Background: an optimization exercise with open tools, aiming at small area, a short achievable clock period and few clock cycles. Do not read the settings as production practice.
In this exercise RTL edits were held to simulation tests only and were not proved equivalent to the original.
Power figures rest on the tool's default switching activity, not on a simulated workload.

`design/flow/design.v`:
```
package gfMulPkg;
    localparam int HALF_W = 256 / 2;           
    localparam int NUM_DIGITS = HALF_W / 8;  
    typedef logic [32-1:0] wbDataT;
    typedef logic [6-1:0] wbAdrT;
    typedef logic [256-1:0] operandT;
    typedef logic [HALF_W-1:0] halfT;
    typedef logic [2*HALF_W-1:0] halfProdT;          
    typedef logic [2*256-1:0] productT;      
    typedef enum logic [2:0] {
        SEQ_IDLE,
        SEQ_LOW,       
        SEQ_HIGH,      
        SEQ_MID,       
        SEQ_COMBINE
    } seqStateT;
    typedef enum logic {
        CORE_IDLE,
        CORE_RUN
    } coreStateT;
endpackage
`timescale 1ns/1ps
module clMulCore(
    input  logic clk,
    input  logic rst,
    input  logic start,                  
    input  gfMulPkg::halfT opA,
    input  gfMulPkg::halfT opB,
    output logic done,                   
    output gfMulPkg::halfProdT prod      
);
    localparam int CNT_W = $clog2(gfMulPkg::NUM_DIGITS);
    gfMulPkg::coreStateT state;
    logic [CNT_W-1:0] digitCnt;
    gfMulPkg::halfProdT aShift;    
    gfMulPkg::halfT bShift;        
    gfMulPkg::halfProdT acc;
    gfMulPkg::halfProdT firstPart;
    gfMulPkg::halfProdT nextPart;
    function automatic gfMulPkg::halfProdT digitMul(input gfMulPkg::halfProdT a,
                                          input logic [8-1:0] d);
        gfMulPkg::halfProdT r;
        r = '0;
        for (int j = 0; j < 8; j++) begin
            if (d[j]) begin
                r = r ^ (a << j);
            end
        end
        digitMul = r;
    endfunction
    assign firstPart = digitMul(gfMulPkg::halfProdT'(opA), opB[8-1:0]);
    assign nextPart = digitMul(aShift, bShift[8-1:0]);
    always_ff @(posedge clk) begin
        if (rst) begin
            state <= gfMulPkg::CORE_IDLE;
            digitCnt <= '0;
            done <= 1'b0;
        end else begin
            done <= 1'b0;
            case (state)
                gfMulPkg::CORE_IDLE: begin
                    if (start) begin
                        state <= gfMulPkg::CORE_RUN;
                        digitCnt <= CNT_W'(1);   
                    end
                end
                gfMulPkg::CORE_RUN: begin
                    digitCnt <= digitCnt + 1'b1;
                    if (digitCnt == CNT_W'(gfMulPkg::NUM_DIGITS - 1)) begin
                        state <= gfMulPkg::CORE_IDLE;
                        done <= 1'b1;            
                    end
                end
                default: state <= gfMulPkg::CORE_IDLE;
            endcase
        end
    end
    always_ff @(posedge clk) begin
        if (state == gfMulPkg::CORE_IDLE && start) begin
            acc <= firstPart;
            aShift <= gfMulPkg::halfProdT'(opA) << 8;
            bShift <= opB >> 8;
        end else if (state == gfMulPkg::CORE_RUN) begin
            acc <= acc ^ nextPart;
            aShift <= aShift << 8;
            bShift <= bShift >> 8;
        end
    end
    assign prod = acc;   
endmodule
`timescale 1ns/1ps
module karatsubaSeq(
    input  logic clk,
    input  logic rst,
    input  logic go,
    input  gfMulPkg::operandT opA,
    input  gfMulPkg::operandT opB,
    output logic busy,
    output logic finish,
    output gfMulPkg::productT result,
    output logic mulStart,
    output gfMulPkg::halfT mulOpA,
    output gfMulPkg::halfT mulOpB,
    input  logic mulDone,
    input  gfMulPkg::halfProdT mulProd
);
    gfMulPkg::seqStateT state;
    gfMulPkg::halfT a0;
    gfMulPkg::halfT a1;
    gfMulPkg::halfT b0;
    gfMulPkg::halfT b1;
    gfMulPkg::halfProdT lowProd;    
    gfMulPkg::halfProdT highProd;   
    gfMulPkg::halfProdT midTerm;
    assign a0 = opA[gfMulPkg::HALF_W-1:0];
    assign a1 = opA[2*gfMulPkg::HALF_W-1:gfMulPkg::HALF_W];
    assign b0 = opB[gfMulPkg::HALF_W-1:0];
    assign b1 = opB[2*gfMulPkg::HALF_W-1:gfMulPkg::HALF_W];
    assign midTerm = mulProd ^ lowProd ^ highProd;
    assign busy = (state != gfMulPkg::SEQ_IDLE);
    always_ff @(posedge clk) begin
        if (rst) begin
            state <= gfMulPkg::SEQ_IDLE;
            mulStart <= 1'b0;
            finish <= 1'b0;
        end else begin
            mulStart <= 1'b0;
            finish <= 1'b0;
            case (state)
                gfMulPkg::SEQ_IDLE: begin
                    if (go) begin
                        mulStart <= 1'b1;
                        state <= gfMulPkg::SEQ_LOW;
                    end
                end
                gfMulPkg::SEQ_LOW: begin
                    if (mulDone) begin
                        mulStart <= 1'b1;
                        state <= gfMulPkg::SEQ_HIGH;
                    end
                end
                gfMulPkg::SEQ_HIGH: begin
                    if (mulDone) begin
                        mulStart <= 1'b1;
                        state <= gfMulPkg::SEQ_MID;
                    end
                end
                gfMulPkg::SEQ_MID: begin
                    if (mulDone) begin
                        state <= gfMulPkg::SEQ_COMBINE;
                    end
                end
                gfMulPkg::SEQ_COMBINE: begin
                    finish <= 1'b1;   
                    state <= gfMulPkg::SEQ_IDLE;
                end
                default: state <= gfMulPkg::SEQ_IDLE;
            endcase
        end
    end
    always_ff @(posedge clk) begin
        if (state == gfMulPkg::SEQ_IDLE && go) begin
            mulOpA <= a0;
            mulOpB <= b0;
        end else if (state == gfMulPkg::SEQ_LOW && mulDone) begin
            lowProd <= mulProd;
            mulOpA <= a1;
            mulOpB <= b1;
        end else if (state == gfMulPkg::SEQ_HIGH && mulDone) begin
            highProd <= mulProd;
            mulOpA <= a0 ^ a1;   
            mulOpB <= b0 ^ b1;
        end
        if (state == gfMulPkg::SEQ_COMBINE) begin
            result <= gfMulPkg::productT'(lowProd)
                    ^ (gfMulPkg::productT'(highProd) << (2 * gfMulPkg::HALF_W))
                    ^ (gfMulPkg::productT'(midTerm) << gfMulPkg::HALF_W);
        end
    end
endmodule
`timescale 1ns/1ps
module wbRegBank(
    input  logic clk,
    input  logic rst,
    input  logic wbCyc,
    input  logic wbStb,
    input  logic wbWe,
    input  gfMulPkg::wbAdrT wbAdr,
    input  gfMulPkg::wbDataT wbDatW,
    input  logic busy,
    input  logic finish,
    input  gfMulPkg::productT result,
    output gfMulPkg::wbDataT wbDatR,
    output logic wbAck,
    output logic go,
    output gfMulPkg::operandT opA,
    output gfMulPkg::operandT opB,
    output logic irq
);
    localparam gfMulPkg::wbAdrT ADR_CTRL = gfMulPkg::wbAdrT'('h10);
    localparam gfMulPkg::wbAdrT ADR_STAT = gfMulPkg::wbAdrT'('h11);
    logic req;
    logic newReq;      
    logic wrStrobe;    
    logic startReq;
    logic isA;
    logic isB;
    logic isCtrl;
    logic isStat;
    logic isRes;
    logic active;      
    logic doneFlag;
    gfMulPkg::productT resultReg;
    assign req = wbCyc & wbStb;
    assign newReq = req & ~wbAck;
    assign wrStrobe = wbAck & wbWe;
    assign isA = (wbAdr[5:3] == 3'b000);     
    assign isB = (wbAdr[5:3] == 3'b001);     
    assign isCtrl = (wbAdr == ADR_CTRL);
    assign isStat = (wbAdr == ADR_STAT);
    assign isRes = (wbAdr[5:4] == 2'b10);    
    assign active = busy | finish;
    assign startReq = newReq & wbWe & isCtrl & wbDatW[0] & ~active;
    always_ff @(posedge clk) begin
        if (rst) begin
            wbAck <= 1'b0;
            go <= 1'b0;
            irq <= 1'b0;
            doneFlag <= 1'b0;
        end else begin
            wbAck <= newReq;     
            go <= startReq;      
            irq <= finish;
            if (finish) begin
                doneFlag <= 1'b1;
            end else if (startReq) begin
                doneFlag <= 1'b0;
            end
        end
    end
    always_ff @(posedge clk) begin
        if (rst) begin
            opA <= '0;
            opB <= '0;
            resultReg <= '0;
        end else begin
            if (wrStrobe && !active && isA) begin
                opA[wbAdr[2:0]*32 +: 32] <= wbDatW;
            end
            if (wrStrobe && !active && isB) begin
                opB[wbAdr[2:0]*32 +: 32] <= wbDatW;
            end
            if (finish) begin
                resultReg <= result;
            end
        end
    end
    always_comb begin
        wbDatR = '0;
        if (wbAck && !wbWe) begin
            if (isA) begin
                wbDatR = opA[wbAdr[2:0]*32 +: 32];
            end else if (isB) begin
                wbDatR = opB[wbAdr[2:0]*32 +: 32];
            end else if (isStat) begin
                wbDatR = gfMulPkg::wbDataT'({doneFlag, active});
            end else if (isRes) begin
                wbDatR = resultReg[wbAdr[3:0]*32 +: 32];
            end
        end
    end
endmodule
`timescale 1ns/1ps
module gfMulTop(
    input  logic clk,
    input  logic rst,
    input  logic wbCyc,
    input  logic wbStb,
    input  logic wbWe,
    input  gfMulPkg::wbAdrT wbAdr,
    input  gfMulPkg::wbDataT wbDatW,
    output gfMulPkg::wbDataT wbDatR,
    output logic wbAck,
    output logic irq
);
    logic go;
    logic busy;
    logic finish;
    gfMulPkg::operandT opA;
    gfMulPkg::operandT opB;
    gfMulPkg::productT result;
    logic mulStart;
    gfMulPkg::halfT mulOpA;
    gfMulPkg::halfT mulOpB;
    logic mulDone;
    gfMulPkg::halfProdT mulProd;
    wbRegBank regBank0 (
        .clk    (clk),
        .rst    (rst),
        .wbCyc  (wbCyc),
        .wbStb  (wbStb),
        .wbWe   (wbWe),
        .wbAdr  (wbAdr),
        .wbDatW (wbDatW),
        .busy   (busy),
        .finish (finish),
        .result (result),
        .wbDatR (wbDatR),
        .wbAck  (wbAck),
        .go     (go),
        .opA    (opA),
        .opB    (opB),
        .irq    (irq)
    );
    karatsubaSeq seq0 (
        .clk    (clk),
        .rst    (rst),
        .go     (go),
        .opA    (opA),
        .opB    (opB),
        .busy   (busy),
        .finish (finish),
        .result (result),
        .mulStart (mulStart),
        .mulOpA   (mulOpA),
        .mulOpB   (mulOpB),
        .mulDone  (mulDone),
        .mulProd  (mulProd)
    );
    clMulCore core0 (
        .clk (clk),
        .rst (rst),
        .start (mulStart),
        .opA   (mulOpA),
        .opB   (mulOpB),
        .done  (mulDone),
        .prod  (mulProd)
    );
endmodule
```
`design/flow/config.mk`:
```
export PLATFORM = sky130hd
export DESIGN_NAME = gfMulTop
export DESIGN_NICKNAME = gfMulTop
export VERILOG_FILES = /design/flow/design.v
export SDC_FILE = /design/flow/constraint.sdc
export NUM_CORES = 4
export LEC_CHECK = 0
export CAP_MARGIN = 20
export CORE_MARGIN = 2
export CORE_UTILIZATION = 40
export SLEW_MARGIN = 20
```
`design/flow/run.sh`:
```
#!/bin/bash
# synth_recipe.tcl (not shown) runs the flow's synth.tcl, then flattens the netlist and writes it again
# the make line also repeats each setting of config.mk as NAME=value (left out here)
make -C /OpenROAD-flow-scripts/flow DESIGN_CONFIG=/design/flow/config.mk WORK_HOME=/design/flow/orfs CLKGATE_MAP_FILE= SYNTH_SCRIPT=/design/flow/synth_recipe.tcl finish
```
`design/flow/constraint.sdc`:
```
create_clock -name core_clock -period 6.5 [get_ports {clk}]
set_input_delay 1.3000 -clock core_clock [delete_from_list [all_inputs] [get_ports {clk}]]
set_output_delay 1.3000 -clock core_clock [all_outputs]
set_load 0.01 [all_outputs]
```
==> reports/results.ini <==
[placed_design]
dp_cells=19500
place_ws_ps=270
gp_congestion=0.936
dp_hpwl_mm=330
portBuffers=76

[global_routing]
grt_overflow=0
grt_antenna_before_repair=26
grt_use_total_pct=24.9
grt_pass1_wl_mm=740
grt_max_degree=169
grt_pass1_vias=104000

[timing]
slew_viol_final=0
rsz0062_at_grt=no
setup_ws_ps=101
tightest_slew_ps=1210
hold_violations=0
slew_headroom_pct=19.2
final.min_clock_period_ps=6400
final.setup.tns_ps=0
hold_ws_ps=418
max_freq_ghz=0.156
final-setup-viol-count=0
finalClockSkew_ps=78.5
finalCritPeriodShare_pct=98.5

[clock_network]
clkSlewWorstSetupHoldPaths_ps=60
worst_skew_pair.late_latency_ps=950
numCtsBuffers=326
clock_sinks=2943
clock_path_buffers=4
holdBufCountCts=0
cts_setup_buffers=0
cts.repair.resized=0
cts-root-buf=clkbuf_16
cts_tree=built
cts_max_level=5

[yosys]
synth_seq_cells=2943
yosys_warnings=3
yosysTopAreaCell=edfxtp_1
synth_top_flop_cell=edfxtp_1
synth_top_area_share_pct=34.2
synthTopCellsByArea=edfxtp_1 (34%), dfxtp_1 (15%), xnor2_1 (13%)
synth_edf_count=1784
syn_area_mm2=0.157
mappedNetlistNets=15300
syn_area_per_cell_um2=10.2
yosysSeqAreaShare_pct=49.0
syn_inst=15300
async_flop_share_pct=0
yosysUniqueCellTypes=52

[worst_setup_path]
worst-path-max-fanout=16
r2r-end=seq0.lowProd[46]
rr_startpoint=seq0.state[0]
critPathKind=in -> out
arrival_ps=5100
reg2regPathDepth=4
required_ps=5200
endpoint_kind=primary output
rrSetupSlack_ps=3030
start_kind=input pin

[drt]
wl_met1_mm=214
wl_met3_mm=45.1
post_drt_wl_per_cell_um=25.2
dr.max_layer_used=met5
drc=0
wirelength_mm=507
ant_nets=0
drt_iter0_drc=12800
route.met2.wl_mm=221
vias=109000
vias_per_cell=5.42
first_pass_iters=8

[layout]
nets=14700
drive_gt1_share_pct=7.70
area_growth_pct=10.4
mostFrequentLayoutCell=nand2_1
stdcell_count=20200
mostFrequentLayoutCells=nand2_1 (4,328), xnor2_1 (2,371), edfxtp_1 (1,784), dfxtp_1 (1,156), nor2_1 (912)

[floorplan]
placementRows=229
initial_utilization_pct=40.2
die_height_um=630
ios=77
dieArea_mm2=0.397
die_width_um=630
core_mm2=0.389

[outcome]
outcome=complete, no violations

[worst_hold_path]
hold_depth=2
min_from=seq0.result[146]
holdPathEnd=regBank0.resultReg[146]
min_path_type=reg -> reg

[pwr]
finalPower_mw=39.7
p_leak_nw=63.3
ir_drop_mv=0.207
powerDensity_mw_per_mm2=230

[flow_run]
drv_cap=0

## metrics by stage
step                area, um2  util, %
floorplan              157000        -
global placement       162000     41.6
detailed placement     162000     41.6
CTS                    173000     44.4
global route           173000     44.4
finish                 173000     44.4
## cell families after synthesis
family | Yosys count | share of synthesized area (%)
AOI/OAI and AO/OA | 941 | 4.38
xor gates and xnor gates | 3501 | 21.7
adders and majority gates | 6 | 0.0479
buffers and inverters | 1301 | 3.32
DFF | 2943 | 49.0
muxes | 985 | 7.49
and+or+nand+nor | 5620 | 14.1
## cell type report
| cell class | count | area, um2 |
|---|---|---|
| well taps | 5197 | 6500 |
| clock inverters | 144 | 1670 |
| flip-flops and latches | 2943 | 76800 |
| multi-input cells | 11100 | 75000 |
| repair buffers | 345 | 3560 |
| clock buffers | 461 | 9370 |
| inverters | 8 | 45.0 |
| diodes | 10 | 25.0 |
| fillers | 36000 | 216000 |
## worst max-delay path by stage
stage / start / to / slack, ps / depth (start not counted)
final: wbAdr[1] / wbDatR[28] / 100 / 10
after global placement: wbAdr[0] / wbDatR[10] / -230 / 8
after global routing: wbAdr[1] / wbDatR[28] / 210 / 10
after floorplan: seq0.state[2] / seq0.result[0] / -7330 / 2
after detailed placement: wbAdr[1] / wbDatR[28] / 270 / 10
after CTS: wbAdr[1] / wbDatR[28] / 260 / 10
## power breakdown
| group | total, mW | internal (mW) | switching [mW] | leakage (nW) |
|---|---|---|---|---|
| registers | 19.6 | 19.6 | 0.0396 | 25.1 |
| clock network | 19.2 | 11.2 | 8.01 | 5.38 |
| logic | 0.934 | 0.311 | 0.622 | 32.8 |
| total | 39.7 | 31.1 | 8.67 | 63.3 |
## layer usage
metal	vias up	track usage, %
li1	49100	-
met1	54200	34.8
met2	4948	37.5
met3	954	4.15
met4	6	12.1
met5	-	0
## state kept, by name (all words and copies together) (netlist names), 3 cells and up
register and count:
core0.digitCnt 4, regBank0.opA 256, core0.bShift 120, seq0.highProd 256
core0.acc 256, regBank0.resultReg 512, regBank0.opB 256, seq0.lowProd 256
seq0.mulOpB 128, core0.aShift 248, seq0.result 512, seq0.state 3
seq0.mulOpA 128
## critical path: stages
cell             delay, ps
clkdlybuf4s50_1        720
nand2b_2               380
buf_12                 220
buf_12                 170
o22ai_1                100
a211oi_1               560
buf_4                  220
a21oi_1                160
o22ai_1                560
clkdlybuf4s50_1        660
## synth_stat cells (all sizes together) (2+ instances only)
cell type,instances
nand2,4329
xnor2,2373
edfxtp,1784
dfxtp,1159
clkbuf,937
nor2,925
xor2,886
mux2i,673
buf,356
a22o,285
a22oi,258
xnor3,242
mux2,180
mux4,132
o21ai,130
nand2b,129
o22ai,119
nor2b,98
a211oi,62
a21oi,50
nor3,40
and3,35
a221oi,29
and2,19
nand3,14
inv,8
ha,6
nor3b,6
or3,6
nor4,5
nand4,3
or3b,3
a311oi,2
or2,2
or4,2
Testbench counts, summed over its fixed seeds: cycles 11,424.

## what the ideal ports hide
The flow's constraints put no driver on any port. The routed layout listed below was extracted and timed again, unchanged, in two steps. Step 1 assumes that a clkbuf_16 drives the clock port and a buf_2 every other input. Step 2 times the ports against the registers' clock, not the clock port: input delays grow and output delays shrink by t, the midpoint of the rising clock arrivals with the driver on. Slacks: ideal ports / drivers / drivers and shift; pairs: ideal ports / drivers.
t, ns: 1.027
slack for setup (ns): 0.101 / 0.079 / 0.079
hold slack, ns: 0.418 / 0.418 / 0.418
cell pins on the clock port's net: 1
After both steps setup and hold are still met in this run. The setup slack of this run moves by -0.022 ns with the drivers and by -0.022 ns with both steps.
